From an optimization exercise on the open Yosys and OpenROAD flow, aimed at a short achievable clock period and few clock cycles; shortcuts taken in it are not production practice.
Function was not checked in any run shown here: the RTL went through the layout flow alone.

==> flow/design.v (outline; a module is shown in full before it is edited, if it fits) <==
// module lsp_booth_pp: 144 lines
// module lsp_dadda31: 517 lines
// module lsp_dadda32: 519 lines
// module lsp_prev_engine: 233 lines
module lsp_prev_engine
#(
  parameter int M      = 10,
  parameter int NP     = 4,
  parameter int SHIFT  = 3,
  parameter int ADDR_W = 11,
  parameter int DATA_W = 32
) (
  input  logic              clk,
  input  logic              reset,
  input  logic              start,
  input  logic              mode,
  input  logic [ADDR_W-1:0] x_base,
  input  logic [ADDR_W-1:0] g_base,
  input  logic [ADDR_W-1:0] fp_base,
  input  logic [ADDR_W-1:0] fg_base,
  input  logic [ADDR_W-1:0] out_base,
  input  logic [DATA_W-1:0] readIn,
  output logic [ADDR_W-1:0] readAddr,
  output logic [ADDR_W-1:0] writeAddr,
  output logic [DATA_W-1:0] writeOut,
  output logic              writeEn,
  output logic              busy,
  output logic              done
);
  // ...
==> flow/flow/run.sh <==
#!/bin/bash
set -euo pipefail
bash standard.sh SETUP_SLACK_MARGIN=9.5 MATCH_CELL_FOOTPRINT=0 finish > flow_make.log 2>&1
==> flow/standard.sh <==
#!/bin/bash
# synth_recipe.tcl (not shown) runs the flow's synth.tcl, then flattens the netlist and writes it again
# the make line also repeats each setting of config.mk as NAME=value (left out here)
make -C /OpenROAD-flow-scripts/flow DESIGN_CONFIG=/design/flow/config.mk WORK_HOME=/design/flow/orfs CLKGATE_MAP_FILE= SYNTH_SCRIPT=/design/flow/synth_recipe.tcl "${@:-finish}"
==> flow/config.mk <==
export PLATFORM = sky130hd
export DESIGN_NAME = lsp_prev_engine
export DESIGN_NICKNAME = lsp_prev_engine
export VERILOG_FILES = /design/flow/design.v
export SDC_FILE = /design/flow/constraint.sdc
export NUM_CORES = 4
export LEC_CHECK = 0
export ABC_CLOCK_PERIOD_IN_PS = 3000
export CAP_MARGIN = 20
export CORE_MARGIN = 2
export CORE_UTILIZATION = 55
export SLEW_MARGIN = 20
==> flow/constraint.sdc <==
create_clock -name core_clock -period 13.0 [get_ports {clk}]
set_input_delay 2.6000 -clock core_clock [delete_from_list [all_inputs] [get_ports {clk}]]
set_output_delay 2.6000 -clock core_clock [all_outputs]
set_load 0.01 [all_outputs]
==> run summary, run 1 <==
final worst path period need -> 3.79 ns
sequential cell count -> 504
H-tree Lvls -> 2
Worst Setup Slack, final -> 9.21 ns
GRT busiest layer -> met2
Routed Antenna Nets -> 0
R2R Path End -> r_acc[28]$_DFF_P_
CTS tree -> done
Slowest-stage cell, CP -> dfxtp_4
hold path cells -> 0
metal1 wirelength -> 33,500 um
complex-gate fraction of the synthesized area -> 14.8%
NumNets Final -> 3,135
1st-iter DRT viols -> 1,542
Reg-to-Reg Start -> r_ms[1]$_SDFF_PP0_
GRT Total Usage -> 28.8%
Critical Path Start Type -> flip-flop
Clk Latency, worst-skew pair -> 0.62 ns
status -> complete, no violations
Fillers -> 3,944
Fin. Hold Viols -> 0
Layout Area Growth over Synthesis -> 16.2%
CP cell instances -> dlymetal6s2s_1
vias in the first global route -> 20.1k
==> inputs of run 2 (changes only) <==
--- a/flow/design.v
+++ b/flow/design.v
@@ -137,532 +137,667 @@
   assign pp[129] = ((one[7] & b[10]) | (two[7] & b[9])) ^ neg[7];
   assign pp[130] = ((one[7] & b[11]) | (two[7] & b[10])) ^ neg[7];
   assign pp[131] = ((one[7] & b[12]) | (two[7] & b[11])) ^ neg[7];
   assign pp[132] = ((one[7] & b[13]) | (two[7] & b[12])) ^ neg[7];
   assign pp[133] = ((one[7] & b[14]) | (two[7] & b[13])) ^ neg[7];
   assign pp[134] = ((one[7] & b[15]) | (two[7] & b[14])) ^ neg[7];
   assign pp[135] = ~(((one[7] | two[7]) & b[15]) ^ neg[7]);
 endmodule
-module lsp_dadda31 (
+module lsp_dadda_mac (
   input  logic [135:0] pp,
   input  logic [7:0]  neg,
-  output logic [30:0] s,
-  output logic [30:0] c
+  input  logic [31:0] acc,
+  output logic [32:0] s,
+  output logic [32:0] c
 );
-  logic s1;
-  logic co2;
-  logic s3;
-  logic co4;
-  logic s5;
-  logic co6;
-  logic s7;
-  logic co8;
-  logic s9;
-  logic co10;
-  logic s11;
-  logic co12;
-  logic s13;
-  logic co14;
-  logic s15;
-  logic co16;
-  logic s17;
-  logic co18;
-  logic s19;
-  logic co20;
-  logic s21;
-  logic co22;
-  logic s23;
-  logic co24;
-  logic s25;
-  logic co26;
-  logic s27;
-  logic co28;
-  logic s29;
-  logic co30;
-  logic s31;
-  logic co32;
-  logic s33;
-  logic co34;
-  logic s35;
-  logic co36;
-  logic s37;
-  logic co38;
-  logic s39;
-  logic co40;
-  logic s41;
-  logic co42;
-  logic s43;
-  logic co44;
-  logic s45;
-  logic co46;
-  logic s47;
-  logic co48;
-  logic s49;
-  logic co50;
-  logic s51;
-  logic co52;
-  logic s53;
-  logic co54;
-  logic s55;
-  logic co56;
-  logic s57;
-  logic co58;
-  logic s59;
-  logic co60;
-  logic s61;
-  logic co62;
-  logic s63;
-  logic co64;
-  logic s65;
-  logic co66;
-  logic s67;
-  logic co68;
-  logic s69;
-  logic co70;
-  logic s71;
-  logic co72;
-  logic s73;
-  logic co74;
-  logic s75;
-  logic co76;
-  logic s77;
-  logic co78;
-  logic s79;
-  logic co80;
-  logic s81;
-  logic co82;
-  logic s83;
-  logic co84;
-  logic s85;
-  logic co86;
-  logic s87;
-  logic co88;
-  logic s89;
-  logic co90;
-  logic s91;
-  logic co92;
-  logic s93;
-  logic co94;
-  logic s95;
-  logic co96;
-  logic s97;
-  logic co98;
-  logic s99;
-  logic co100;
-  logic s101;
-  logic co102;
-  logic s103;
-  logic co104;
-  logic s105;
-  logic co106;
-  logic s107;
-  logic co108;
-  logic s109;
-  logic co110;
-  logic s111;
-  logic co112;
-  logic s113;
-  logic co114;
-  logic s115;
-  logic co116;
-  logic s117;
-  logic co118;
-  logic s119;
-  logic co120;
-  logic s121;
-  logic co122;
-  logic s123;
-  logic co124;
-  logic s125;
-  logic co126;
-  logic s127;
-  logic co128;
-  logic s129;
-  logic co130;
-  logic s131;
-  logic co132;
-  logic s133;
-  logic co134;
-  logic s135;
-  logic co136;
-  logic s137;
-  logic co138;
-  logic s139;
-  logic co140;
-  logic s141;
-  logic co142;
-  logic s143;
-  logic co144;
-  logic s145;
-  logic co146;
-  logic s147;
-  logic co148;
-  logic s149;
-  logic co150;
-  logic s151;
-  logic co152;
-  logic s153;
-  logic co154;
-  logic s155;
-  logic co156;
-  logic s157;
-  logic co158;
-  logic s159;
-  logic co160;
-  logic s161;
-  logic co162;
-  logic s163;
-  logic co164;
-  logic s165;
-  logic co166;
-  logic s167;
-  logic co168;
-  logic s169;
-  logic co170;
-  logic s171;
-  logic co172;
-  logic s173;
-  logic co174;
-  logic s175;
-  logic co176;
-  logic s177;
-  logic co178;
-  logic s179;
-  logic co180;
-  logic s181;
-  logic co182;
-  logic s183;
-  logic co184;
-  logic s185;
-  logic co186;
-  logic s187;
-  logic co188;
-  logic s189;
-  logic co190;
-  logic s191;
-  logic co192;
-  logic s193;
-  logic co194;
-  logic s195;
-  logic co196;
-  logic s197;
-  logic co198;
-  logic s199;
-  logic co200;
-  logic s201;
-  logic co202;
-  logic s203;
-  logic co204;
-  logic s205;
-  logic co206;
-  logic s207;
-  logic co208;
-  logic s209;
-  logic co210;
-  logic s211;
-  logic co212;
-  logic s213;
-  logic co214;
-  logic s215;
-  logic co216;
-  logic s217;
-  logic co218;
-  logic s219;
-  logic co220;
-  logic s221;
-  logic co222;
-  logic s223;
-  logic co224;
-  assign s1 = pp[10] ^ pp[25];
-  assign co2 = pp[10] & pp[25];
-  assign s3 = pp[11] ^ pp[26];
-  assign co4 = pp[11] & pp[26];
-  assign s5 = pp[12] ^ pp[27] ^ pp[42];
-  assign co6 = (pp[12] & pp[27]) | (pp[12] & pp[42]) | (pp[27] & pp[42]);
-  assign s7 = pp[57] ^ pp[72];
-  assign co8 = pp[57] & pp[72];
-  assign s9 = pp[13] ^ pp[28] ^ pp[43];
-  assign co10 = (pp[13] & pp[28]) | (pp[13] & pp[43]) | (pp[28] & pp[43]);
-  assign s11 = pp[58] ^ pp[73];
-  assign co12 = pp[58] & pp[73];
-  assign s13 = pp[14] ^ pp[29] ^ pp[44];
-  assign co14 = (pp[14] & pp[29]) | (pp[14] & pp[44]) | (pp[29] & pp[44]);
-  assign s15 = pp[59] ^ pp[74] ^ pp[89];
-  assign co16 = (pp[59] & pp[74]) | (pp[59] & pp[89]) | (pp[74] & pp[89]);
-  assign s17 = pp[104] ^ pp[119];
-  assign co18 = pp[104] & pp[119];
-  assign s19 = pp[15] ^ pp[30] ^ pp[45];
-  assign co20 = (pp[15] & pp[30]) | (pp[15] & pp[45]) | (pp[30] & pp[45]);
-  assign s21 = pp[60] ^ pp[75] ^ pp[90];
-  assign co22 = (pp[60] & pp[75]) | (pp[60] & pp[90]) | (pp[75] & pp[90]);
-  assign s23 = pp[105] ^ pp[120];
-  assign co24 = pp[105] & pp[120];
-  assign s25 = pp[16] ^ pp[31] ^ pp[46];
-  assign co26 = (pp[16] & pp[31]) | (pp[16] & pp[46]) | (pp[31] & pp[46]);
-  assign s27 = pp[61] ^ pp[76] ^ pp[91];
-  assign co28 = (pp[61] & pp[76]) | (pp[61] & pp[91]) | (pp[76] & pp[91]);
-  assign s29 = pp[106] ^ pp[121] ^ 1'b1;
-  assign co30 = (pp[106] & pp[121]) | (pp[106] & 1'b1) | (pp[121] & 1'b1);
-  assign s31 = pp[32] ^ pp[47] ^ pp[62];
-  assign co32 = (pp[32] & pp[47]) | (pp[32] & pp[62]) | (pp[47] & pp[62]);
-  assign s33 = pp[77] ^ pp[92] ^ pp[107];
-  assign co34 = (pp[77] & pp[92]) | (pp[77] & pp[107]) | (pp[92] & pp[107]);
-  assign s35 = pp[122] ^ 1'b1;
-  assign co36 = pp[122] & 1'b1;
-  assign s37 = pp[33] ^ pp[48] ^ pp[63];
-  assign co38 = (pp[33] & pp[48]) | (pp[33] & pp[63]) | (pp[48] & pp[63]);
-  assign s39 = pp[78] ^ pp[93] ^ pp[108];
-  assign co40 = (pp[78] & pp[93]) | (pp[78] & pp[108]) | (pp[93] & pp[108]);
-  assign s41 = pp[49] ^ pp[64] ^ pp[79];
-  assign co42 = (pp[49] & pp[64]) | (pp[49] & pp[79]) | (pp[64] & pp[79]);
-  assign s43 = pp[94] ^ pp[109];
-  assign co44 = pp[94] & pp[109];
-  assign s45 = pp[50] ^ pp[65] ^ pp[80];
-  assign co46 = (pp[50] & pp[65]) | (pp[50] & pp[80]) | (pp[65] & pp[80]);
-  assign s47 = pp[66] ^ pp[81];
-  assign co48 = pp[66] & pp[81];
-  assign s49 = pp[6] ^ pp[21];
-  assign co50 = pp[6] & pp[21];
-  assign s51 = pp[7] ^ pp[22];
-  assign co52 = pp[7] & pp[22];
-  assign s53 = pp[8] ^ pp[23] ^ pp[38];
-  assign co54 = (pp[8] & pp[23]) | (pp[8] & pp[38]) | (pp[23] & pp[38]);
-  assign s55 = pp[53] ^ pp[68];
-  assign co56 = pp[53] & pp[68];
-  assign s57 = pp[9] ^ pp[24] ^ pp[39];
-  assign co58 = (pp[9] & pp[24]) | (pp[9] & pp[39]) | (pp[24] & pp[39]);
-  assign s59 = pp[54] ^ pp[69];
-  assign co60 = pp[54] & pp[69];
-  assign s61 = s1 ^ pp[40] ^ pp[55];
-  assign co62 = (s1 & pp[40]) | (s1 & pp[55]) | (pp[40] & pp[55]);
-  assign s63 = pp[70] ^ pp[85] ^ neg[5];
-  assign co64 = (pp[70] & pp[85]) | (pp[70] & neg[5]) | (pp[85] & neg[5]);
-  assign s65 = s3 ^ pp[41] ^ pp[56];
-  assign co66 = (s3 & pp[41]) | (s3 & pp[56]) | (pp[41] & pp[56]);
-  assign s67 = pp[71] ^ pp[86] ^ co2;
-  assign co68 = (pp[71] & pp[86]) | (pp[71] & co2) | (pp[86] & co2);
-  assign s69 = s5 ^ s7 ^ pp[87];
-  assign co70 = (s5 & s7) | (s5 & pp[87]) | (s7 & pp[87]);
-  assign s71 = pp[102] ^ neg[6] ^ co4;
-  assign co72 = (pp[102] & neg[6]) | (pp[102] & co4) | (neg[6] & co4);
-  assign s73 = s9 ^ s11 ^ pp[88];
-  assign co74 = (s9 & s11) | (s9 & pp[88]) | (s11 & pp[88]);
-  assign s75 = pp[103] ^ co6 ^ co8;
-  assign co76 = (pp[103] & co6) | (pp[103] & co8) | (co6 & co8);
-  assign s77 = s13 ^ s15 ^ s17;
-  assign co78 = (s13 & s15) | (s13 & s17) | (s15 & s17);
-  assign s79 = neg[7] ^ co10 ^ co12;
-  assign co80 = (neg[7] & co10) | (neg[7] & co12) | (co10 & co12);
-  assign s81 = s19 ^ s21 ^ s23;
-  assign co82 = (s19 & s21) | (s19 & s23) | (s21 & s23);
-  assign s83 = co14 ^ co16 ^ co18;
-  assign co84 = (co14 & co16) | (co14 & co18) | (co16 & co18);
-  assign s85 = s25 ^ s27 ^ s29;
-  assign co86 = (s25 & s27) | (s25 & s29) | (s27 & s29);
-  assign s87 = co20 ^ co22 ^ co24;
-  assign co88 = (co20 & co22) | (co20 & co24) | (co22 & co24);
-  assign s89 = s31 ^ s33 ^ s35;
-  assign co90 = (s31 & s33) | (s31 & s35) | (s33 & s35);
-  assign s91 = co26 ^ co28 ^ co30;
-  assign co92 = (co26 & co28) | (co26 & co30) | (co28 & co30);
-  assign s93 = s37 ^ s39 ^ pp[123];
-  assign co94 = (s37 & s39) | (s37 & pp[123]) | (s39 & pp[123]);
-  assign s95 = co32 ^ co34 ^ co36;
-  assign co96 = (co32 & co34) | (co32 & co36) | (co34 & co36);
-  assign s97 = s41 ^ s43 ^ pp[124];
-  assign co98 = (s41 & s43) | (s41 & pp[124]) | (s43 & pp[124]);
-  assign s99 = 1'b1 ^ co38 ^ co40;
-  assign co100 = (1'b1 & co38) | (1'b1 & co40) | (co38 & co40);
-  assign s101 = s45 ^ pp[95] ^ pp[110];
-  assign co102 = (s45 & pp[95]) | (s45 & pp[110]) | (pp[95] & pp[110]);
-  assign s103 = pp[125] ^ co42 ^ co44;
-  assign co104 = (pp[125] & co42) | (pp[125] & co44) | (co42 & co44);
-  assign s105 = s47 ^ pp[96] ^ pp[111];
-  assign co106 = (s47 & pp[96]) | (s47 & pp[111]) | (pp[96] & pp[111]);
-  assign s107 = pp[126] ^ 1'b1 ^ co46;
-  assign co108 = (pp[126] & 1'b1) | (pp[126] & co46) | (1'b1 & co46);
-  assign s109 = pp[67] ^ pp[82] ^ pp[97];
-  assign co110 = (pp[67] & pp[82]) | (pp[67] & pp[97]) | (pp[82] & pp[97]);
-  assign s111 = pp[112] ^ pp[127] ^ co48;
-  assign co112 = (pp[112] & pp[127]) | (pp[112] & co48) | (pp[127] & co48);
-  assign s113 = pp[83] ^ pp[98] ^ pp[113];
-  assign co114 = (pp[83] & pp[98]) | (pp[83] & pp[113]) | (pp[98] & pp[113]);
-  assign s115 = pp[128] ^ 1'b1;
-  assign co116 = pp[128] & 1'b1;
-  assign s117 = pp[84] ^ pp[99] ^ pp[114];
-  assign co118 = (pp[84] & pp[99]) | (pp[84] & pp[114]) | (pp[99] & pp[114]);
-  assign s119 = pp[100] ^ pp[115];
-  assign co120 = pp[100] & pp[115];
-  assign s121 = pp[4] ^ pp[19];
-  assign co122 = pp[4] & pp[19];
-  assign s123 = pp[5] ^ pp[20];
-  assign co124 = pp[5] & pp[20];
-  assign s125 = s49 ^ pp[36] ^ pp[51];
-  assign co126 = (s49 & pp[36]) | (s49 & pp[51]) | (pp[36] & pp[51]);
-  assign s127 = s51 ^ pp[37] ^ pp[52];
-  assign co128 = (s51 & pp[37]) | (s51 & pp[52]) | (pp[37] & pp[52]);
-  assign s129 = s53 ^ s55 ^ neg[4];
-  assign co130 = (s53 & s55) | (s53 & neg[4]) | (s55 & neg[4]);
-  assign s131 = s57 ^ s59 ^ co54;
-  assign co132 = (s57 & s59) | (s57 & co54) | (s59 & co54);
-  assign s133 = s61 ^ s63 ^ co58;
-  assign co134 = (s61 & s63) | (s61 & co58) | (s63 & co58);
-  assign s135 = s65 ^ s67 ^ co62;
-  assign co136 = (s65 & s67) | (s65 & co62) | (s67 & co62);
-  assign s137 = s69 ^ s71 ^ co66;
-  assign co138 = (s69 & s71) | (s69 & co66) | (s71 & co66);
-  assign s139 = s73 ^ s75 ^ co70;
-  assign co140 = (s73 & s75) | (s73 & co70) | (s75 & co70);
-  assign s141 = s77 ^ s79 ^ co74;
-  assign co142 = (s77 & s79) | (s77 & co74) | (s79 & co74);
-  assign s143 = s81 ^ s83 ^ co78;
-  assign co144 = (s81 & s83) | (s81 & co78) | (s83 & co78);
-  assign s145 = s85 ^ s87 ^ co82;
-  assign co146 = (s85 & s87) | (s85 & co82) | (s87 & co82);
-  assign s147 = s89 ^ s91 ^ co86;
-  assign co148 = (s89 & s91) | (s89 & co86) | (s91 & co86);
-  assign s149 = s93 ^ s95 ^ co90;
-  assign co150 = (s93 & s95) | (s93 & co90) | (s95 & co90);
-  assign s151 = s97 ^ s99 ^ co94;
-  assign co152 = (s97 & s99) | (s97 & co94) | (s99 & co94);
-  assign s153 = s101 ^ s103 ^ co98;
-  assign co154 = (s101 & s103) | (s101 & co98) | (s103 & co98);
-  assign s155 = s105 ^ s107 ^ co102;
-  assign co156 = (s105 & s107) | (s105 & co102) | (s107 & co102);
-  assign s157 = s109 ^ s111 ^ co106;
-  assign co158 = (s109 & s111) | (s109 & co106) | (s111 & co106);
-  assign s159 = s113 ^ s115 ^ co110;
-  assign co160 = (s113 & s115) | (s113 & co110) | (s115 & co110);
-  assign s161 = s117 ^ pp[129] ^ co114;
-  assign co162 = (s117 & pp[129]) | (s117 & co114) | (pp[129] & co114);
-  assign s163 = s119 ^ pp[130] ^ 1'b1;
-  assign co164 = (s119 & pp[130]) | (s119 & 1'b1) | (pp[130] & 1'b1);
-  assign s165 = pp[101] ^ pp[116] ^ pp[131];
-  assign co166 = (pp[101] & pp[116]) | (pp[101] & pp[131]) | (pp[116] & pp[131]);
-  assign s167 = pp[117] ^ pp[132];
-  assign co168 = pp[117] & pp[132];
-  assign s169 = pp[2] ^ pp[17];
-  assign co170 = pp[2] & pp[17];
-  assign s171 = pp[3] ^ pp[18];
-  assign co172 = pp[3] & pp[18];
-  assign s173 = s121 ^ pp[34] ^ neg[2];
-  assign co174 = (s121 & pp[34]) | (s121 & neg[2]) | (pp[34] & neg[2]);
-  assign s175 = s123 ^ pp[35] ^ co122;
-  assign co176 = (s123 & pp[35]) | (s123 & co122) | (pp[35] & co122);
-  assign s177 = s125 ^ neg[3] ^ co124;
-  assign co178 = (s125 & neg[3]) | (s125 & co124) | (neg[3] & co124);
-  assign s179 = s127 ^ co50 ^ co126;
-  assign co180 = (s127 & co50) | (s127 & co126) | (co50 & co126);
-  assign s181 = s129 ^ co52 ^ co128;
-  assign co182 = (s129 & co52) | (s129 & co128) | (co52 & co128);
-  assign s183 = s131 ^ co56 ^ co130;
-  assign co184 = (s131 & co56) | (s131 & co130) | (co56 & co130);
-  assign s185 = s133 ^ co60 ^ co132;
-  assign co186 = (s133 & co60) | (s133 & co132) | (co60 & co132);
-  assign s187 = s135 ^ co64 ^ co134;
-  assign co188 = (s135 & co64) | (s135 & co134) | (co64 & co134);
-  assign s189 = s137 ^ co68 ^ co136;
-  assign co190 = (s137 & co68) | (s137 & co136) | (co68 & co136);
-  assign s191 = s139 ^ co72 ^ co138;
-  assign co192 = (s139 & co72) | (s139 & co138) | (co72 & co138);
-  assign s193 = s141 ^ co76 ^ co140;
-  assign co194 = (s141 & co76) | (s141 & co140) | (co76 & co140);
-  assign s195 = s143 ^ co80 ^ co142;
-  assign co196 = (s143 & co80) | (s143 & co142) | (co80 & co142);
-  assign s197 = s145 ^ co84 ^ co144;
-  assign co198 = (s145 & co84) | (s145 & co144) | (co84 & co144);
-  assign s199 = s147 ^ co88 ^ co146;
-  assign co200 = (s147 & co88) | (s147 & co146) | (co88 & co146);
-  assign s201 = s149 ^ co92 ^ co148;
-  assign co202 = (s149 & co92) | (s149 & co148) | (co92 & co148);
-  assign s203 = s151 ^ co96 ^ co150;
-  assign co204 = (s151 & co96) | (s151 & co150) | (co96 & co150);
-  assign s205 = s153 ^ co100 ^ co152;
-  assign co206 = (s153 & co100) | (s153 & co152) | (co100 & co152);
-  assign s207 = s155 ^ co104 ^ co154;
-  assign co208 = (s155 & co104) | (s155 & co154) | (co104 & co154);
-  assign s209 = s157 ^ co108 ^ co156;
-  assign co210 = (s157 & co108) | (s157 & co156) | (co108 & co156);
-  assign s211 = s159 ^ co112 ^ co158;
-  assign co212 = (s159 & co112) | (s159 & co158) | (co112 & co158);
-  assign s213 = s161 ^ co116 ^ co160;
-  assign co214 = (s161 & co116) | (s161 & co160) | (co116 & co160);
-  assign s215 = s163 ^ co118 ^ co162;
-  assign co216 = (s163 & co118) | (s163 & co162) | (co118 & co162);
-  assign s217 = s165 ^ co120 ^ co164;
-  assign co218 = (s165 & co120) | (s165 & co164) | (co120 & co164);
-  assign s219 = s167 ^ 1'b1 ^ co166;
-  assign co220 = (s167 & 1'b1) | (s167 & co166) | (1'b1 & co166);
-  assign s221 = pp[118] ^ pp[133] ^ co168;
-  assign co222 = (pp[118] & pp[133]) | (pp[118] & co168) | (pp[133] & co168);
-  assign s223 = pp[134] ^ 1'b1;
-  assign co224 = pp[134] & 1'b1;
-  assign s[0] = pp[0];
-  assign c[0] = neg[0];
-  assign s[1] = pp[1];
-  assign c[1] = 1'b0;
-  assign s[2] = s169;
-  assign c[2] = neg[1];
-  assign s[3] = s171;
-  assign c[3] = co170;
-  assign s[4] = s173;
-  assign c[4] = co172;
-  assign s[5] = s175;
-  assign c[5] = co174;
-  assign s[6] = s177;
-  assign c[6] = co176;
-  assign s[7] = s179;
-  assign c[7] = co178;
-  assign s[8] = s181;
-  assign c[8] = co180;
-  assign s[9] = s183;
-  assign c[9] = co182;
-  assign s[10] = s185;
-  assign c[10] = co184;
-  assign s[11] = s187;
-  assign c[11] = co186;
-  assign s[12] = s189;
-  assign c[12] = co188;
-  assign s[13] = s191;
-  assign c[13] = co190;
-  assign s[14] = s193;
-  assign c[14] = co192;
-  assign s[15] = s195;
-  assign c[15] = co194;
-  assign s[16] = s197;
-  assign c[16] = co196;
-  assign s[17] = s199;
-  assign c[17] = co198;
-  assign s[18] = s201;
-  assign c[18] = co200;
-  assign s[19] = s203;
-  assign c[19] = co202;
-  assign s[20] = s205;
-  assign c[20] = co204;
-  assign s[21] = s207;
-  assign c[21] = co206;
-  assign s[22] = s209;
-  assign c[22] = co208;
-  assign s[23] = s211;
-  assign c[23] = co210;
-  assign s[24] = s213;
-  assign c[24] = co212;
-  assign s[25] = s215;
-  assign c[25] = co214;
-  assign s[26] = s217;
-  assign c[26] = co216;
-  assign s[27] = s219;
-  assign c[27] = co218;
-  assign s[28] = s221;
-  assign c[28] = co220;
-  assign s[29] = s223;
-  assign c[29] = co222;
-  assign s[30] = pp[135];
-  assign c[30] = co224;
+  logic accs1;
+  logic s2;
+  logic co3;
+  logic s4;
+  logic co5;
+  logic s6;
+  logic co7;
+  logic s8;
+  logic co9;
+  logic s10;
+  logic co11;
+  logic s12;
+  logic co13;
+  logic s14;
+  logic co15;
+  logic s16;
+  logic co17;
+  logic s18;
+  logic co19;
+  logic s20;
+  logic co21;
+  logic s22;
+  logic co23;
+  logic s24;
+  logic co25;
+  logic s26;
+  logic co27;
+  logic s28;
+  logic co29;
+  logic s30;
+  logic co31;
+  logic s32;
+  logic co33;
+  logic s34;
+  logic co35;
+  logic s36;
+  logic co37;
+  logic s38;
+  logic co39;
+  logic s40;
+  logic co41;
+  logic s42;
+  logic co43;
+  logic s44;
+  logic co45;
+  logic s46;
+  logic co47;
+  logic s48;
+  logic co49;
+  logic s50;
+  logic co51;
+  logic s52;
+  logic co53;
+  logic s54;
+  logic co55;
+  logic s56;
+  logic co57;
+  logic s58;
+  logic co59;
+  logic s60;
+  logic co61;
+  logic s62;
+  logic co63;
+  logic s64;
+  logic co65;
+  logic s66;
+  logic co67;
+  logic s68;
+  logic co69;
+  logic s70;
+  logic co71;
+  logic s72;
+  logic co73;
+  logic s74;
+  logic co75;
+  logic s76;
+  logic co77;
+  logic s78;
+  logic co79;
+  logic s80;
+  logic co81;
+  logic s82;
+  logic co83;
+  logic s84;
+  logic co85;
+  logic s86;
+  logic co87;
+  logic s88;
+  logic co89;
+  logic s90;
+  logic co91;
+  logic s92;
+  logic co93;
+  logic s94;
+  logic co95;
+  logic s96;
+  logic co97;
+  logic s98;
+  logic co99;
+  logic s100;
+  logic co101;
+  logic s102;
+  logic co103;
+  logic s104;
+  logic co105;
+  logic s106;
+  logic co107;
+  logic s108;
+  logic co109;
+  logic s110;
+  logic co111;
+  logic s112;
+  logic co113;
+  logic s114;
+  logic co115;
+  logic s116;
+  logic co117;
+  logic s118;
+  logic co119;
+  logic s120;
+  logic co121;
+  logic s122;
+  logic co123;
+  logic s124;
+  logic co125;
+  logic s126;
+  logic co127;
+  logic s128;
+  logic co129;
+  logic s130;
+  logic co131;
+  logic s132;
+  logic co133;
+  logic s134;
+  logic co135;
+  logic s136;
+  logic co137;
+  logic s138;
+  logic co139;
+  logic s140;
+  logic co141;
+  logic s142;
+  logic co143;
+  logic s144;
+  logic co145;
+  logic s146;
+  logic co147;
+  logic s148;
+  logic co149;
+  logic s150;
+  logic co151;
+  logic s152;
+  logic co153;
+  logic s154;
+  logic co155;
+  logic s156;
+  logic co157;
+  logic s158;
+  logic co159;
+  logic s160;
+  logic co161;
+  logic s162;
+  logic co163;
+  logic s164;
+  logic co165;
+  logic s166;
+  logic co167;
+  logic s168;
+  logic co169;
+  logic s170;
+  logic co171;
+  logic s172;
+  logic co173;
+  logic s174;
+  logic co175;
+  logic s176;
+  logic co177;
+  logic s178;
+  logic co179;
+  logic s180;
+  logic co181;
+  logic s182;
+  logic co183;
+  logic s184;
+  logic co185;
+  logic s186;
+  logic co187;
+  logic s188;
+  logic co189;
+  logic s190;
+  logic co191;
+  logic s192;
+  logic co193;
+  logic s194;
+  logic co195;
+  logic s196;
+  logic co197;
+  logic s198;
+  logic co199;
+  logic s200;
+  logic co201;
+  logic s202;
+  logic co203;
+  logic s204;
+  logic co205;
+  logic s206;
+  logic co207;
+  logic s208;
+  logic co209;
+  logic s210;
+  logic co211;
+  logic s212;
+  logic co213;
+  logic s214;
+  logic co215;
+  logic s216;
+  logic co217;
+  logic s218;
+  logic co219;
+  logic s220;
+  logic co221;
+  logic s222;
+  logic co223;
+  logic s224;
+  logic co225;
+  logic s226;
+  logic co227;
+  logic s228;
+  logic co229;
+  logic s230;
+  logic co231;
+  logic s232;
+  logic co233;
+  logic s234;
+  logic co235;
+  logic s236;
+  logic co237;
+  logic s238;
+  logic co239;
+  logic s240;
+  logic co241;
+  logic s242;
+  logic co243;
+  logic s244;
+  logic co245;
+  logic s246;
+  logic co247;
+  logic s248;
+  logic co249;
+  logic s250;
+  logic co251;
+  logic s252;
+  logic co253;
+  logic s254;
+  logic co255;
+  logic s256;
+  logic co257;
+  logic s258;
+  logic co259;
+  logic s260;
+  logic co261;
+  logic s262;
+  logic co263;
+  logic s264;
+  logic co265;
+  logic s266;
+  logic co267;
+  logic s268;
+  logic co269;
+  logic s270;
+  logic co271;
+  logic s272;
+  logic co273;
+  logic s274;
+  logic co275;
+  logic s276;
+  logic co277;
+  logic s278;
+  logic co279;
+  logic s280;
+  logic co281;
+  logic s282;
+  logic co283;
+  logic s284;
+  logic co285;
+  logic s286;
+  logic co287;
+  logic s288;
+  logic co289;
+  assign accs1 = ~acc[31];
+  assign s2 = pp[14] ^ pp[29];
+  assign co3 = pp[14] & pp[29];
+  assign s4 = pp[15] ^ pp[30];
+  assign co5 = pp[15] & pp[30];
+  assign s6 = pp[16] ^ pp[31] ^ pp[46];
+  assign co7 = (pp[16] & pp[31]) | (pp[16] & pp[46]) | (pp[31] & pp[46]);
+  assign s8 = pp[32] ^ pp[47];
+  assign co9 = pp[32] & pp[47];
+  assign s10 = pp[8] ^ pp[23];
+  assign co11 = pp[8] & pp[23];
+  assign s12 = pp[9] ^ pp[24];
+  assign co13 = pp[9] & pp[24];
+  assign s14 = pp[10] ^ pp[25] ^ pp[40];
+  assign co15 = (pp[10] & pp[25]) | (pp[10] & pp[40]) | (pp[25] & pp[40]);
+  assign s16 = pp[55] ^ pp[70];
+  assign co17 = pp[55] & pp[70];
+  assign s18 = pp[11] ^ pp[26] ^ pp[41];
+  assign co19 = (pp[11] & pp[26]) | (pp[11] & pp[41]) | (pp[26] & pp[41]);
+  assign s20 = pp[56] ^ pp[71];
+  assign co21 = pp[56] & pp[71];
+  assign s22 = pp[12] ^ pp[27] ^ pp[42];
+  assign co23 = (pp[12] & pp[27]) | (pp[12] & pp[42]) | (pp[27] & pp[42]);
+  assign s24 = pp[57] ^ pp[72] ^ pp[87];
+  assign co25 = (pp[57] & pp[72]) | (pp[57] & pp[87]) | (pp[72] & pp[87]);
+  assign s26 = pp[102] ^ neg[6];
+  assign co27 = pp[102] & neg[6];
+  assign s28 = pp[13] ^ pp[28] ^ pp[43];
+  assign co29 = (pp[13] & pp[28]) | (pp[13] & pp[43]) | (pp[28] & pp[43]);
+  assign s30 = pp[58] ^ pp[73] ^ pp[88];
+  assign co31 = (pp[58] & pp[73]) | (pp[58] & pp[88]) | (pp[73] & pp[88]);
+  assign s32 = pp[103] ^ acc[14];
+  assign co33 = pp[103] & acc[14];
+  assign s34 = s2 ^ pp[44] ^ pp[59];
+  assign co35 = (s2 & pp[44]) | (s2 & pp[59]) | (pp[44] & pp[59]);
+  assign s36 = pp[74] ^ pp[89] ^ pp[104];
+  assign co37 = (pp[74] & pp[89]) | (pp[74] & pp[104]) | (pp[89] & pp[104]);
+  assign s38 = pp[119] ^ neg[7] ^ acc[15];
+  assign co39 = (pp[119] & neg[7]) | (pp[119] & acc[15]) | (neg[7] & acc[15]);
+  assign s40 = s4 ^ pp[45] ^ pp[60];
+  assign co41 = (s4 & pp[45]) | (s4 & pp[60]) | (pp[45] & pp[60]);
+  assign s42 = pp[75] ^ pp[90] ^ pp[105];
+  assign co43 = (pp[75] & pp[90]) | (pp[75] & pp[105]) | (pp[90] & pp[105]);
+  assign s44 = pp[120] ^ acc[16] ^ co3;
+  assign co45 = (pp[120] & acc[16]) | (pp[120] & co3) | (acc[16] & co3);
+  assign s46 = s6 ^ pp[61] ^ pp[76];
+  assign co47 = (s6 & pp[61]) | (s6 & pp[76]) | (pp[61] & pp[76]);
+  assign s48 = pp[91] ^ pp[106] ^ pp[121];
+  assign co49 = (pp[91] & pp[106]) | (pp[91] & pp[121]) | (pp[106] & pp[121]);
+  assign s50 = acc[17] ^ 1'b1 ^ co5;
+  assign co51 = (acc[17] & 1'b1) | (acc[17] & co5) | (1'b1 & co5);
+  assign s52 = s8 ^ pp[62] ^ pp[77];
+  assign co53 = (s8 & pp[62]) | (s8 & pp[77]) | (pp[62] & pp[77]);
+  assign s54 = pp[92] ^ pp[107] ^ pp[122];
+  assign co55 = (pp[92] & pp[107]) | (pp[92] & pp[122]) | (pp[107] & pp[122]);
+  assign s56 = acc[18] ^ 1'b1 ^ co7;
+  assign co57 = (acc[18] & 1'b1) | (acc[18] & co7) | (1'b1 & co7);
+  assign s58 = pp[33] ^ pp[48] ^ pp[63];
+  assign co59 = (pp[33] & pp[48]) | (pp[33] & pp[63]) | (pp[48] & pp[63]);
+  assign s60 = pp[78] ^ pp[93] ^ pp[108];
+  assign co61 = (pp[78] & pp[93]) | (pp[78] & pp[108]) | (pp[93] & pp[108]);
+  assign s62 = pp[123] ^ acc[19] ^ co9;
+  assign co63 = (pp[123] & acc[19]) | (pp[123] & co9) | (acc[19] & co9);
+  assign s64 = pp[49] ^ pp[64] ^ pp[79];
+  assign co65 = (pp[49] & pp[64]) | (pp[49] & pp[79]) | (pp[64] & pp[79]);
+  assign s66 = pp[94] ^ pp[109] ^ pp[124];
+  assign co67 = (pp[94] & pp[109]) | (pp[94] & pp[124]) | (pp[109] & pp[124]);
+  assign s68 = acc[20] ^ 1'b1;
+  assign co69 = acc[20] & 1'b1;
+  assign s70 = pp[50] ^ pp[65] ^ pp[80];
+  assign co71 = (pp[50] & pp[65]) | (pp[50] & pp[80]) | (pp[65] & pp[80]);
+  assign s72 = pp[95] ^ pp[110] ^ pp[125];
+  assign co73 = (pp[95] & pp[110]) | (pp[95] & pp[125]) | (pp[110] & pp[125]);
+  assign s74 = pp[66] ^ pp[81] ^ pp[96];
+  assign co75 = (pp[66] & pp[81]) | (pp[66] & pp[96]) | (pp[81] & pp[96]);
+  assign s76 = pp[111] ^ pp[126];
+  assign co77 = pp[111] & pp[126];
+  assign s78 = pp[67] ^ pp[82] ^ pp[97];
+  assign co79 = (pp[67] & pp[82]) | (pp[67] & pp[97]) | (pp[82] & pp[97]);
+  assign s80 = pp[83] ^ pp[98];
+  assign co81 = pp[83] & pp[98];
+  assign s82 = pp[4] ^ pp[19];
+  assign co83 = pp[4] & pp[19];
+  assign s84 = pp[5] ^ pp[20];
+  assign co85 = pp[5] & pp[20];
+  assign s86 = pp[6] ^ pp[21] ^ pp[36];
+  assign co87 = (pp[6] & pp[21]) | (pp[6] & pp[36]) | (pp[21] & pp[36]);
+  assign s88 = pp[51] ^ neg[3];
+  assign co89 = pp[51] & neg[3];
+  assign s90 = pp[7] ^ pp[22] ^ pp[37];
+  assign co91 = (pp[7] & pp[22]) | (pp[7] & pp[37]) | (pp[22] & pp[37]);
+  assign s92 = pp[52] ^ acc[8];
+  assign co93 = pp[52] & acc[8];
+  assign s94 = s10 ^ pp[38] ^ pp[53];
+  assign co95 = (s10 & pp[38]) | (s10 & pp[53]) | (pp[38] & pp[53]);
+  assign s96 = pp[68] ^ neg[4] ^ acc[9];
+  assign co97 = (pp[68] & neg[4]) | (pp[68] & acc[9]) | (neg[4] & acc[9]);
+  assign s98 = s12 ^ pp[39] ^ pp[54];
+  assign co99 = (s12 & pp[39]) | (s12 & pp[54]) | (pp[39] & pp[54]);
+  assign s100 = pp[69] ^ acc[10] ^ co11;
+  assign co101 = (pp[69] & acc[10]) | (pp[69] & co11) | (acc[10] & co11);
+  assign s102 = s14 ^ s16 ^ pp[85];
+  assign co103 = (s14 & s16) | (s14 & pp[85]) | (s16 & pp[85]);
+  assign s104 = neg[5] ^ acc[11] ^ co13;
+  assign co105 = (neg[5] & acc[11]) | (neg[5] & co13) | (acc[11] & co13);
+  assign s106 = s18 ^ s20 ^ pp[86];
+  assign co107 = (s18 & s20) | (s18 & pp[86]) | (s20 & pp[86]);
+  assign s108 = acc[12] ^ co15 ^ co17;
+  assign co109 = (acc[12] & co15) | (acc[12] & co17) | (co15 & co17);
+  assign s110 = s22 ^ s24 ^ s26;
+  assign co111 = (s22 & s24) | (s22 & s26) | (s24 & s26);
+  assign s112 = acc[13] ^ co19 ^ co21;
+  assign co113 = (acc[13] & co19) | (acc[13] & co21) | (co19 & co21);
+  assign s114 = s28 ^ s30 ^ s32;
+  assign co115 = (s28 & s30) | (s28 & s32) | (s30 & s32);
+  assign s116 = co23 ^ co25 ^ co27;
+  assign co117 = (co23 & co25) | (co23 & co27) | (co25 & co27);
+  assign s118 = s34 ^ s36 ^ s38;
+  assign co119 = (s34 & s36) | (s34 & s38) | (s36 & s38);
+  assign s120 = co29 ^ co31 ^ co33;
+  assign co121 = (co29 & co31) | (co29 & co33) | (co31 & co33);
+  assign s122 = s40 ^ s42 ^ s44;
+  assign co123 = (s40 & s42) | (s40 & s44) | (s42 & s44);
+  assign s124 = co35 ^ co37 ^ co39;
+  assign co125 = (co35 & co37) | (co35 & co39) | (co37 & co39);
+  assign s126 = s46 ^ s48 ^ s50;
+  assign co127 = (s46 & s48) | (s46 & s50) | (s48 & s50);
+  assign s128 = co41 ^ co43 ^ co45;
+  assign co129 = (co41 & co43) | (co41 & co45) | (co43 & co45);
+  assign s130 = s52 ^ s54 ^ s56;
+  assign co131 = (s52 & s54) | (s52 & s56) | (s54 & s56);
+  assign s132 = co47 ^ co49 ^ co51;
+  assign co133 = (co47 & co49) | (co47 & co51) | (co49 & co51);
+  assign s134 = s58 ^ s60 ^ s62;
+  assign co135 = (s58 & s60) | (s58 & s62) | (s60 & s62);
+  assign s136 = co53 ^ co55 ^ co57;
+  assign co137 = (co53 & co55) | (co53 & co57) | (co55 & co57);
+  assign s138 = s64 ^ s66 ^ s68;
+  assign co139 = (s64 & s66) | (s64 & s68) | (s66 & s68);
+  assign s140 = co59 ^ co61 ^ co63;
+  assign co141 = (co59 & co61) | (co59 & co63) | (co61 & co63);
+  assign s142 = s70 ^ s72 ^ acc[21];
+  assign co143 = (s70 & s72) | (s70 & acc[21]) | (s72 & acc[21]);
+  assign s144 = co65 ^ co67 ^ co69;
+  assign co145 = (co65 & co67) | (co65 & co69) | (co67 & co69);
+  assign s146 = s74 ^ s76 ^ acc[22];
+  assign co147 = (s74 & s76) | (s74 & acc[22]) | (s76 & acc[22]);
+  assign s148 = 1'b1 ^ co71 ^ co73;
+  assign co149 = (1'b1 & co71) | (1'b1 & co73) | (co71 & co73);
+  assign s150 = s78 ^ pp[112] ^ pp[127];
+  assign co151 = (s78 & pp[112]) | (s78 & pp[127]) | (pp[112] & pp[127]);
+  assign s152 = acc[23] ^ co75 ^ co77;
+  assign co153 = (acc[23] & co75) | (acc[23] & co77) | (co75 & co77);
+  assign s154 = s80 ^ pp[113] ^ pp[128];
+  assign co155 = (s80 & pp[113]) | (s80 & pp[128]) | (pp[113] & pp[128]);
+  assign s156 = acc[24] ^ 1'b1 ^ co79;
+  assign co157 = (acc[24] & 1'b1) | (acc[24] & co79) | (1'b1 & co79);
+  assign s158 = pp[84] ^ pp[99] ^ pp[114];
+  assign co159 = (pp[84] & pp[99]) | (pp[84] & pp[114]) | (pp[99] & pp[114]);
+  assign s160 = pp[129] ^ acc[25] ^ co81;
+  assign co161 = (pp[129] & acc[25]) | (pp[129] & co81) | (acc[25] & co81);
+  assign s162 = pp[100] ^ pp[115] ^ pp[130];
+  assign co163 = (pp[100] & pp[115]) | (pp[100] & pp[130]) | (pp[115] & pp[130]);
+  assign s164 = acc[26] ^ 1'b1;
+  assign co165 = acc[26] & 1'b1;
+  assign s166 = pp[101] ^ pp[116] ^ pp[131];
+  assign co167 = (pp[101] & pp[116]) | (pp[101] & pp[131]) | (pp[116] & pp[131]);
+  assign s168 = pp[117] ^ pp[132];
+  assign co169 = pp[117] & pp[132];
+  assign s170 = pp[2] ^ pp[17];
+  assign co171 = pp[2] & pp[17];
+  assign s172 = pp[3] ^ pp[18];
+  assign co173 = pp[3] & pp[18];
+  assign s174 = s82 ^ pp[34] ^ neg[2];
+  assign co175 = (s82 & pp[34]) | (s82 & neg[2]) | (pp[34] & neg[2]);
+  assign s176 = s84 ^ pp[35] ^ acc[6];
+  assign co177 = (s84 & pp[35]) | (s84 & acc[6]) | (pp[35] & acc[6]);
+  assign s178 = s86 ^ s88 ^ acc[7];
+  assign co179 = (s86 & s88) | (s86 & acc[7]) | (s88 & acc[7]);
+  assign s180 = s90 ^ s92 ^ co87;
+  assign co181 = (s90 & s92) | (s90 & co87) | (s92 & co87);
+  assign s182 = s94 ^ s96 ^ co91;
+  assign co183 = (s94 & s96) | (s94 & co91) | (s96 & co91);
+  assign s184 = s98 ^ s100 ^ co95;
+  assign co185 = (s98 & s100) | (s98 & co95) | (s100 & co95);
+  assign s186 = s102 ^ s104 ^ co99;
+  assign co187 = (s102 & s104) | (s102 & co99) | (s104 & co99);
+  assign s188 = s106 ^ s108 ^ co103;
+  assign co189 = (s106 & s108) | (s106 & co103) | (s108 & co103);
+  assign s190 = s110 ^ s112 ^ co107;
+  assign co191 = (s110 & s112) | (s110 & co107) | (s112 & co107);
+  assign s192 = s114 ^ s116 ^ co111;
+  assign co193 = (s114 & s116) | (s114 & co111) | (s116 & co111);
+  assign s194 = s118 ^ s120 ^ co115;
+  assign co195 = (s118 & s120) | (s118 & co115) | (s120 & co115);
+  assign s196 = s122 ^ s124 ^ co119;
+  assign co197 = (s122 & s124) | (s122 & co119) | (s124 & co119);
+  assign s198 = s126 ^ s128 ^ co123;
+  assign co199 = (s126 & s128) | (s126 & co123) | (s128 & co123);
+  assign s200 = s130 ^ s132 ^ co127;
+  assign co201 = (s130 & s132) | (s130 & co127) | (s132 & co127);
+  assign s202 = s134 ^ s136 ^ co131;
+  assign co203 = (s134 & s136) | (s134 & co131) | (s136 & co131);
+  assign s204 = s138 ^ s140 ^ co135;
+  assign co205 = (s138 & s140) | (s138 & co135) | (s140 & co135);
+  assign s206 = s142 ^ s144 ^ co139;
+  assign co207 = (s142 & s144) | (s142 & co139) | (s144 & co139);
+  assign s208 = s146 ^ s148 ^ co143;
+  assign co209 = (s146 & s148) | (s146 & co143) | (s148 & co143);
+  assign s210 = s150 ^ s152 ^ co147;
+  assign co211 = (s150 & s152) | (s150 & co147) | (s152 & co147);
+  assign s212 = s154 ^ s156 ^ co151;
+  assign co213 = (s154 & s156) | (s154 & co151) | (s156 & co151);
+  assign s214 = s158 ^ s160 ^ co155;
+  assign co215 = (s158 & s160) | (s158 & co155) | (s160 & co155);
+  assign s216 = s162 ^ s164 ^ co159;
+  assign co217 = (s162 & s164) | (s162 & co159) | (s164 & co159);
+  assign s218 = s166 ^ acc[27] ^ co163;
+  assign co219 = (s166 & acc[27]) | (s166 & co163) | (acc[27] & co163);
+  assign s220 = s168 ^ acc[28] ^ 1'b1;
+  assign co221 = (s168 & acc[28]) | (s168 & 1'b1) | (acc[28] & 1'b1);
+  assign s222 = pp[118] ^ pp[133] ^ acc[29];
+  assign co223 = (pp[118] & pp[133]) | (pp[118] & acc[29]) | (pp[133] & acc[29]);
+  assign s224 = pp[134] ^ acc[30];
+  assign co225 = pp[134] & acc[30];
+  assign s226 = pp[135] ^ accs1;
+  assign co227 = pp[135] & accs1;
+  assign s228 = pp[0] ^ neg[0];
+  assign co229 = pp[0] & neg[0];
+  assign s230 = pp[1] ^ acc[2];
+  assign co231 = pp[1] & acc[2];
+  assign s232 = s170 ^ neg[1] ^ acc[3];
+  assign co233 = (s170 & neg[1]) | (s170 & acc[3]) | (neg[1] & acc[3]);
+  assign s234 = s172 ^ acc[4] ^ co171;
+  assign co235 = (s172 & acc[4]) | (s172 & co171) | (acc[4] & co171);
+  assign s236 = s174 ^ acc[5] ^ co173;
+  assign co237 = (s174 & acc[5]) | (s174 & co173) | (acc[5] & co173);
+  assign s238 = s176 ^ co83 ^ co175;
+  assign co239 = (s176 & co83) | (s176 & co175) | (co83 & co175);
+  assign s240 = s178 ^ co85 ^ co177;
+  assign co241 = (s178 & co85) | (s178 & co177) | (co85 & co177);
+  assign s242 = s180 ^ co89 ^ co179;
+  assign co243 = (s180 & co89) | (s180 & co179) | (co89 & co179);
+  assign s244 = s182 ^ co93 ^ co181;
+  assign co245 = (s182 & co93) | (s182 & co181) | (co93 & co181);
+  assign s246 = s184 ^ co97 ^ co183;
+  assign co247 = (s184 & co97) | (s184 & co183) | (co97 & co183);
+  assign s248 = s186 ^ co101 ^ co185;
+  assign co249 = (s186 & co101) | (s186 & co185) | (co101 & co185);
+  assign s250 = s188 ^ co105 ^ co187;
+  assign co251 = (s188 & co105) | (s188 & co187) | (co105 & co187);
+  assign s252 = s190 ^ co109 ^ co189;
+  assign co253 = (s190 & co109) | (s190 & co189) | (co109 & co189);
+  assign s254 = s192 ^ co113 ^ co191;
+  assign co255 = (s192 & co113) | (s192 & co191) | (co113 & co191);
+  assign s256 = s194 ^ co117 ^ co193;
+  assign co257 = (s194 & co117) | (s194 & co193) | (co117 & co193);
+  assign s258 = s196 ^ co121 ^ co195;
+  assign co259 = (s196 & co121) | (s196 & co195) | (co121 & co195);
+  assign s260 = s198 ^ co125 ^ co197;
+  assign co261 = (s198 & co125) | (s198 & co197) | (co125 & co197);
+  assign s262 = s200 ^ co129 ^ co199;
+  assign co263 = (s200 & co129) | (s200 & co199) | (co129 & co199);
+  assign s264 = s202 ^ co133 ^ co201;
+  assign co265 = (s202 & co133) | (s202 & co201) | (co133 & co201);
+  assign s266 = s204 ^ co137 ^ co203;
+  assign co267 = (s204 & co137) | (s204 & co203) | (co137 & co203);
+  assign s268 = s206 ^ co141 ^ co205;
+  assign co269 = (s206 & co141) | (s206 & co205) | (co141 & co205);
+  assign s270 = s208 ^ co145 ^ co207;
+  assign co271 = (s208 & co145) | (s208 & co207) | (co145 & co207);
+  assign s272 = s210 ^ co149 ^ co209;
+  assign co273 = (s210 & co149) | (s210 & co209) | (co149 & co209);
+  assign s274 = s212 ^ co153 ^ co211;
+  assign co275 = (s212 & co153) | (s212 & co211) | (co153 & co211);
+  assign s276 = s214 ^ co157 ^ co213;
+  assign co277 = (s214 & co157) | (s214 & co213) | (co157 & co213);
+  assign s278 = s216 ^ co161 ^ co215;
+  assign co279 = (s216 & co161) | (s216 & co215) | (co161 & co215);
+  assign s280 = s218 ^ co165 ^ co217;
+  assign co281 = (s218 & co165) | (s218 & co217) | (co165 & co217);
+  assign s282 = s220 ^ co167 ^ co219;
+  assign co283 = (s220 & co167) | (s220 & co219) | (co167 & co219);
+  assign s284 = s222 ^ co169 ^ co221;
+  assign co285 = (s222 & co169) | (s222 & co221) | (co169 & co221);
+  assign s286 = s224 ^ 1'b1 ^ co223;
+  assign co287 = (s224 & 1'b1) | (s224 & co223) | (1'b1 & co223);
+  assign s288 = s226 ^ 1'b1 ^ co225;
+  assign co289 = (s226 & 1'b1) | (s226 & co225) | (1'b1 & co225);
+  assign s[0] = acc[0];
+  assign c[0] = 1'b0;
+  assign s[1] = s228;
+  assign c[1] = acc[1];
+  assign s[2] = s230;
+  assign c[2] = co229;
+  assign s[3] = s232;
+  assign c[3] = co231;
+  assign s[4] = s234;
+  assign c[4] = co233;
+  assign s[5] = s236;
+  assign c[5] = co235;
+  assign s[6] = s238;
+  assign c[6] = co237;
+  assign s[7] = s240;
+  assign c[7] = co239;
+  assign s[8] = s242;
+  assign c[8] = co241;
+  assign s[9] = s244;
+  assign c[9] = co243;
+  assign s[10] = s246;
+  assign c[10] = co245;
+  assign s[11] = s248;
+  assign c[11] = co247;
+  assign s[12] = s250;
+  assign c[12] = co249;
+  assign s[13] = s252;
+  assign c[13] = co251;
+  assign s[14] = s254;
+  assign c[14] = co253;
+  assign s[15] = s256;
+  assign c[15] = co255;
+  assign s[16] = s258;
+  assign c[16] = co257;
+  assign s[17] = s260;
+  assign c[17] = co259;
+  assign s[18] = s262;
+  assign c[18] = co261;
+  assign s[19] = s264;
+  assign c[19] = co263;
+  assign s[20] = s266;
+  assign c[20] = co265;
+  assign s[21] = s268;
+  assign c[21] = co267;
+  assign s[22] = s270;
+  assign c[22] = co269;
+  assign s[23] = s272;
+  assign c[23] = co271;
+  assign s[24] = s274;
+  assign c[24] = co273;
+  assign s[25] = s276;
+  assign c[25] = co275;
+  assign s[26] = s278;
+  assign c[26] = co277;
+  assign s[27] = s280;
+  assign c[27] = co279;
+  assign s[28] = s282;
+  assign c[28] = co281;
+  assign s[29] = s284;
+  assign c[29] = co283;
+  assign s[30] = s286;
+  assign c[30] = co285;
+  assign s[31] = s288;
+  assign c[31] = co287;
+  assign s[32] = co227;
+  assign c[32] = co289;
 endmodule
 module lsp_dadda32 (
   input  logic [135:0] pp,
   input  logic [7:0]  neg,
   output logic [31:0] s,
   output logic [31:0] c
 );
   logic s1;
@@ -1275,33 +1410,30 @@
     end
   end
   logic signed [15:0] r_din;      
   logic [7:0]         r_one, r_two, r_neg;      
   logic [7:0]         r_negu;                   
   logic [7:0]         r_gone, r_gtwo, r_gneg;   
   logic [135:0]       r_pp;       
   logic [7:0]         r_ppneg;
-  logic               r_wmin, r_wnz, r_wsg;     
-  logic               r_wmin_d, r_wnz_d, r_wsg_d;
-  logic [31:0]        r_ms, r_mc;    
-  logic               r_msign;       
+  logic signed [15:0] r_x;        
+  logic               r_wmin, r_wmin_d;         
+  logic [32:0]        r_ts, r_tc;    
   logic               r_fv;          
   logic signed [31:0] r_acc;
   logic [15:0]        r_acct;        
   logic [31:0]        r_es, r_ec;    
   logic               r_e1v, r_e2v;
   logic w_sub;
   assign w_sub = ~r_mode;
-  logic d_mul, d_fin, d_init;
+  logic d_fin, d_init;
   always_comb begin
-    d_mul  = r_mode ? (r_ph2[1] | r_ph2[3] | r_ph2[5] | r_ph2[7] | r_ph2[9])
-                    : (r_ph2[2] | r_ph2[4] | r_ph2[6] | r_ph2[8]);
     d_fin  = r_mode ? r_ph2[9] : r_ph2[8];
-    d_init = r_mode ? r_ph2[1] : r_ph2[0];
+    d_init = r_mode ? r_ph2[0] : r_ph2[1];
   end
   function automatic logic [23:0] booth_enc(input logic [15:0] v, input logic flip);
     logic [16:0] e;
     logic [7:0] one, two, neg;
     e = {v, 1'b0};
     for (int i = 0; i < 8; i++) begin
       one[i] = e[2*i+1] ^ e[2*i];
       two[i] = (e[2*i+2] & ~e[2*i+1] & ~e[2*i]) | (~e[2*i+2] & e[2*i+1] & e[2*i]);
@@ -1315,53 +1447,41 @@
   );
   always_ff @(posedge clk) begin
     r_din    <= readIn[15:0];
     {r_one, r_two, r_neg} <= booth_enc(readIn[15:0], w_sub);
     r_negu   <= {readIn[15], readIn[13], readIn[11], readIn[9],
                  readIn[7], readIn[5], readIn[3], readIn[1]};
     r_pp     <= w_pp;
     r_ppneg  <= r_neg;
+    r_x      <= r_din;
     r_wmin   <= (readIn[15:0] == 16'h8000);
-    r_wnz    <= (readIn[15:0] != 16'h0000);
-    r_wsg    <= readIn[15];
     r_wmin_d <= r_wmin;
-    r_wnz_d  <= r_wnz;
-    r_wsg_d  <= r_wsg;
     r_gone   <= r_one;
     r_gtwo   <= r_two;
     r_gneg   <= r_negu;
   end
-  logic [30:0] w_ts, w_tc;
-  lsp_dadda31 u_mul (.pp(r_pp), .neg(r_ppneg), .s(w_ts), .c(w_tc));
+  logic [32:0] w_ts, w_tc;
+  lsp_dadda_mac u_mul (.pp(r_pp), .neg(r_ppneg), .acc(r_acc), .s(w_ts), .c(w_tc));
   logic w_special;
   assign w_special = r_wmin & r_wmin_d;
   always_ff @(posedge clk) begin
-    if (!d_mul) begin
-      r_ms <= 32'h0;
-      r_mc <= 32'h0;
-    end else if (w_special) begin
-      r_ms <= w_sub ? 32'h8000_0001 : 32'h7FFF_FFFF;
-      r_mc <= 32'h0;
+    if (w_special) begin
+      r_ts <= {r_acc[31], r_acc};
+      r_tc <= w_sub ? 33'h1_8000_0001 : 33'h0_7FFF_FFFF;
     end else begin
-      r_ms <= {w_ts, 1'b0};
-      r_mc <= {w_tc, 1'b0};
+      r_ts <= w_ts;
+      r_tc <= w_tc;
     end
-    r_msign <= d_mul & r_wnz & r_wnz_d & (r_wsg ^ r_wsg_d ^ w_sub);
   end
-  logic [31:0] w_x3, w_c3, w_sum;
-  logic        w_ovf;
+  logic [32:0] w_t;
   logic [31:0] w_sat;
   always_comb begin
-    w_x3  = r_acc ^ r_ms ^ r_mc;
-    w_c3  = {((r_acc[30:0] & r_ms[30:0]) | (r_acc[30:0] & r_mc[30:0]) |
-              (r_ms[30:0] & r_mc[30:0])), 1'b0};
-    w_sum = w_x3 + w_c3;
-    w_ovf = (r_acc[31] == r_msign) & (w_sum[31] != r_acc[31]);
-    w_sat = w_ovf ? (r_acc[31] ? MIN_32 : MAX_32) : w_sum;
+    w_t   = r_ts + r_tc;
+    w_sat = (w_t[32] != w_t[31]) ? (w_t[32] ? MIN_32 : MAX_32) : w_t[31:0];
   end
   logic [31:0] w_p;
   logic [15:0] w_eres;
   always_comb begin
     w_p = r_es + r_ec;
     if (w_p[31:27] == 5'b00000 || w_p[31:27] == 5'b11111) begin
       w_eres = w_p[27:12];
     end else begin
@@ -1374,17 +1494,17 @@
     .one(r_gone), .two(r_gtwo), .neg(r_gneg), .b(r_acct), .pp(w_epp)
   );
   lsp_dadda32 u_fin (.pp(w_epp), .neg(r_gneg), .s(w_et_s), .c(w_et_c));
   logic [31:0] r_wout;
   logic        w_wen;
   assign w_wen = r_mode ? r_fv : r_e2v;
   always_ff @(posedge clk) begin
     if (d_init) begin
-      r_acc <= r_mode ? 32'h0 : {r_din, 16'h0000};
+      r_acc <= r_mode ? 32'h0 : {r_x, 16'h0000};
     end else begin
       r_acc <= w_sat;
     end
     r_acct <= w_sat[31:16];
     r_es <= w_et_s;
     r_ec <= w_et_c;
     r_wout <= r_mode ? {{16{w_sat[31]}}, w_sat[31:16]} : {{16{w_eres[15]}}, w_eres};
     r_waddr <= r_wptr;
==> flow/flow/run.sh (replaced) <==
#!/bin/bash
set -euo pipefail
bash standard.sh SETUP_SLACK_MARGIN=9.5 finish > flow_make.log 2>&1
==> flow/config.mk (replaced) <==
export PLATFORM = sky130hd
export DESIGN_NAME = lsp_prev_engine
export DESIGN_NICKNAME = lsp_prev_engine
export VERILOG_FILES = /design/flow/design.v
export SDC_FILE = /design/flow/constraint.sdc
export NUM_CORES = 4
export LEC_CHECK = 0
export ABC_CLOCK_PERIOD_IN_PS = 3000
export CAP_MARGIN = 20
export CORE_MARGIN = 2
export CORE_UTILIZATION = 40
export SLEW_MARGIN = 20
==> run summary, run 2 <==
most common cell in the netlist -> dfxtp_1
GPL Wtd Cong -> 0.872
commonest cells after routing, fill and taps aside -> dfxtp_1 (401), xnor2_1 (274), inv_1 (264)
final worst path period need -> 3.87 ns (+0.0810 ns)
I/O Buffers -> 131
CTS Sinks -> 512
Root Buffer -> clkbuf_16
Synth Flop Type -> dfxtp_1
Die W -> 268 um
clock slew at reported path FFs -> 0.07 ns
Hold WC Path Type -> flip-flop to flip-flop
Setup-failing EPs final -> 0
Max-slew headroom -> 19.4%
RSZ-0062 raised after global routing -> yes
1st-iter DRT viols -> 1,497 (-2.9%)
Mapped Avg Cell Area -> 10.3 um2
most common cell after layout, fill and taps aside -> dfxtp_1
die height -> 268 um
Worst Setup Slack, final -> 9.13 ns (-0.0810 ns)
utilization after layout -> 46.4%
Critical Path Start Type -> flip-flop
top post-synthesis cells by count -> dfxtp_1 (456), xnor2_1 (274), inv_1 (264), a22oi_1 (250), fa_1 (197)
yosys warns -> 1
synthesized flop and latch total -> 512
# rows -> 96
drt pass-1 iters -> 6
CP max FO -> 8
largest net degree at the start of global routing -> 80
Crit. End Element -> output port
top flop regs -> r_pp: 136 flops, r_tc: 33 flops, r_ts: 33 flops
DP HPWL -> 49,800 um
share of layout cells above drive strength 1 -> 11.6%
initial antenna violation count -> 1
asr flop ratio synth -> 0%
pre-CTS WS -> 8.53 ns
GRT Total Usage -> 20.3% (-8.5 points)
status -> complete, no violations
data arrival time of the worst path -> 1.27 ns
synthesized area -> 0.0278 mm2
post-route cell area -> 0.0318 mm2
Layout Area Growth over Synthesis -> 14.4%
Slowest-stage cell, CP -> dfxtp_4
Vias/cell -> 5.29
CTS Buf Count -> 54
top cell type's share of synthesized area -> 32.8%
ranking of synthesized cells by area -> dfxtp_1 (33%), fa_1 (14%), xnor2_1 (8.6%)
max reg flops -> 136
setup tns final -> 0 ns
Setup Skew -> 0.0343 ns
first-pass GRT wire length -> 114,000 um
Final Max Slew Viols -> 0
FMAX -> 0.259 GHz
syn_nets -> 3,109
vias -> 19.5k
Seq/Total Area, Yosys -> 38.8%
GR Overflow Total -> 0
core footprint -> 0.0687 mm2
Post-synth EDFFs -> 56
H-tree Lvls -> 2 (unchanged)
CTS Buffer Depth -> 3
Reg with most FFs -> r_pp
Req. time, crit path -> 10.40 ns
Routed Antenna Nets -> 0 (unchanged)
Die ar. -> 0.0717 mm2
CP peak stage delay -> 0.38 ns
area leader, netlist -> dfxtp_1
wire length per cell -> 19.7 um
Synth cell types -> 81
diode count -> 0
# IOs -> 148
initial core utilization -> 40.5%
max cap viols -> 0
CP cell instances -> buf_8, buf_6
NumNets Final -> 3,129 (-0.19%)
vias in the first global route -> 20.4k (+1.8%)
synthesized instance count -> 2,699
CTS tree -> done
crit share post-route -> 29.7%
Fin. Hold Viols -> 0 (unchanged)
final WL -> 72,800 um
crit path kind -> flip-flop to output port
drt drc -> 0
worst-margin pin slew -> 1.21 ns
Clk Latency, worst-skew pair -> 0.64 ns (+0.02 ns)
placed inst area -> 0.0296 mm2
[run 2: cell types whose count changed after synthesis, sizes merged, moves of 16 or more]
cell    previous run  this run
inv              202       265
o21ai             70       102
a21o              24        40
nand2            140        85
o221ai             1        19
and3              45        24
nand3             58        38
[run 2: stage by stage]
step | hold slack, ns | instances
after floorplan | 0.310 | 2699
after CTS | 0.316 | 3690
final | 0.322 | 3693
after global routing | 0.332 | 3693
after detailed placement | 0.312 | 3577
after global placement | 0.310 | 3577
[run 2: layer usage]
layer  vias to the layer above  global-route usage (%)  routed length, um
met4                         2                    6.84               2000
met3                       140                    3.40               4760
li1                       9076                       -                  -
met2                       663                    32.7              33200
met5                         -                       0                 12
met1                      9666                    27.7              32900
[run 2: what timing repair did]
item | in CTS | in global routing
hold buffers | 0 | 0
gates resized for setup | 304 | 75
buffers inserted | 14 | 3
pin swaps | 3 | 3
setup endpoints to repair | 196 | 157
[run 2: layout make-up]
class | instances | area, um2
Inverter | 267 | 1000
Timing Repair Buffer | 174 | 1630
Sequential cell | 512 | 10900
Multi-Input combinational cell | 1710 | 15300
Tap cell | 931 | 1160
Clock buffer | 72 | 1490
Fill cell | 6380 | 36900
Clock inverter | 27 | 360
[run 2: worst paths after layout]
path | depth (start not counted) | end | slack [ns] | from
worst min-delay path | 0 | r_x[9]$_DFF_P_ | 0.32 | r_negu[4]$_DFF_P_
worst max-delay path | 2 | writeOut[31] | 9.13 | r_wout[30]$_DFF_P_
worst min register to register | 0 | r_x[9]$_DFF_P_ | 0.32 | r_negu[4]$_DFF_P_
worst max register to register | 9 | r_wout[0]$_DFF_P_ | 9.60 | r_ec[13]$_DFF_P_
[run 2: worst max-delay path: cells and delay by family, from the launching register on]
kind                   cells  cell delay [ns]
buffers and inverters      2             0.24
flip-flops                 1             0.38
[run 2: logic make-up (layout without fill, tap and decap cells)]
logic type	after synthesis	in the layout	share of synthesized area (%)
AO/OA/AOI/OAI	620	620	15.2
XOR/XNOR	387	387	12.2
adder cells (fa/ha/maj)	321	321	19.7
buffers and inverters	477	540	6.78
flip-flops	512	512	38.8
multiplexers	29	29	1.15
AND/OR/NAND/NOR	353	353	6.14

-- re-timing with driven ports --
No port has a modelled driver above. Below, the same layouts with a new extraction and two added sets of constraints.
Step 1 (the two cells are an assumption about what drives the block):
set clk [get_ports {clk}]
set_driving_cell -lib_cell sky130_fd_sc_hd__clkbuf_16 $clk
set_driving_cell -lib_cell sky130_fd_sc_hd__buf_2 [delete_from_list [all_inputs] $clk]
Step 2, shift: input delay + t, output delay - t, t = (earliest + latest rising clock arrival at the registers) / 2. This alone moves slack from input paths to output paths.
Slacks: ideal ports / drivers / drivers and shift; pairs: ideal ports / drivers.
run | t, ns | setup slack, ns | clock arrival spread, ns | slew at the worst register clock pin (ns)
run 1 | 0.661 | 9.214 / 9.157 / 8.937 | 0.033 / 0.033 | 0.07 / 0.07
run 2 | 0.687 | 9.133 / 9.074 / 9.008 | 0.036 / 0.036 | 0.07 / 0.07
After both steps every run listed still meets setup and hold. For run 1, which loses most, drivers alone change the setup slack by -0.057 ns; drivers and shift together by -0.277 ns.
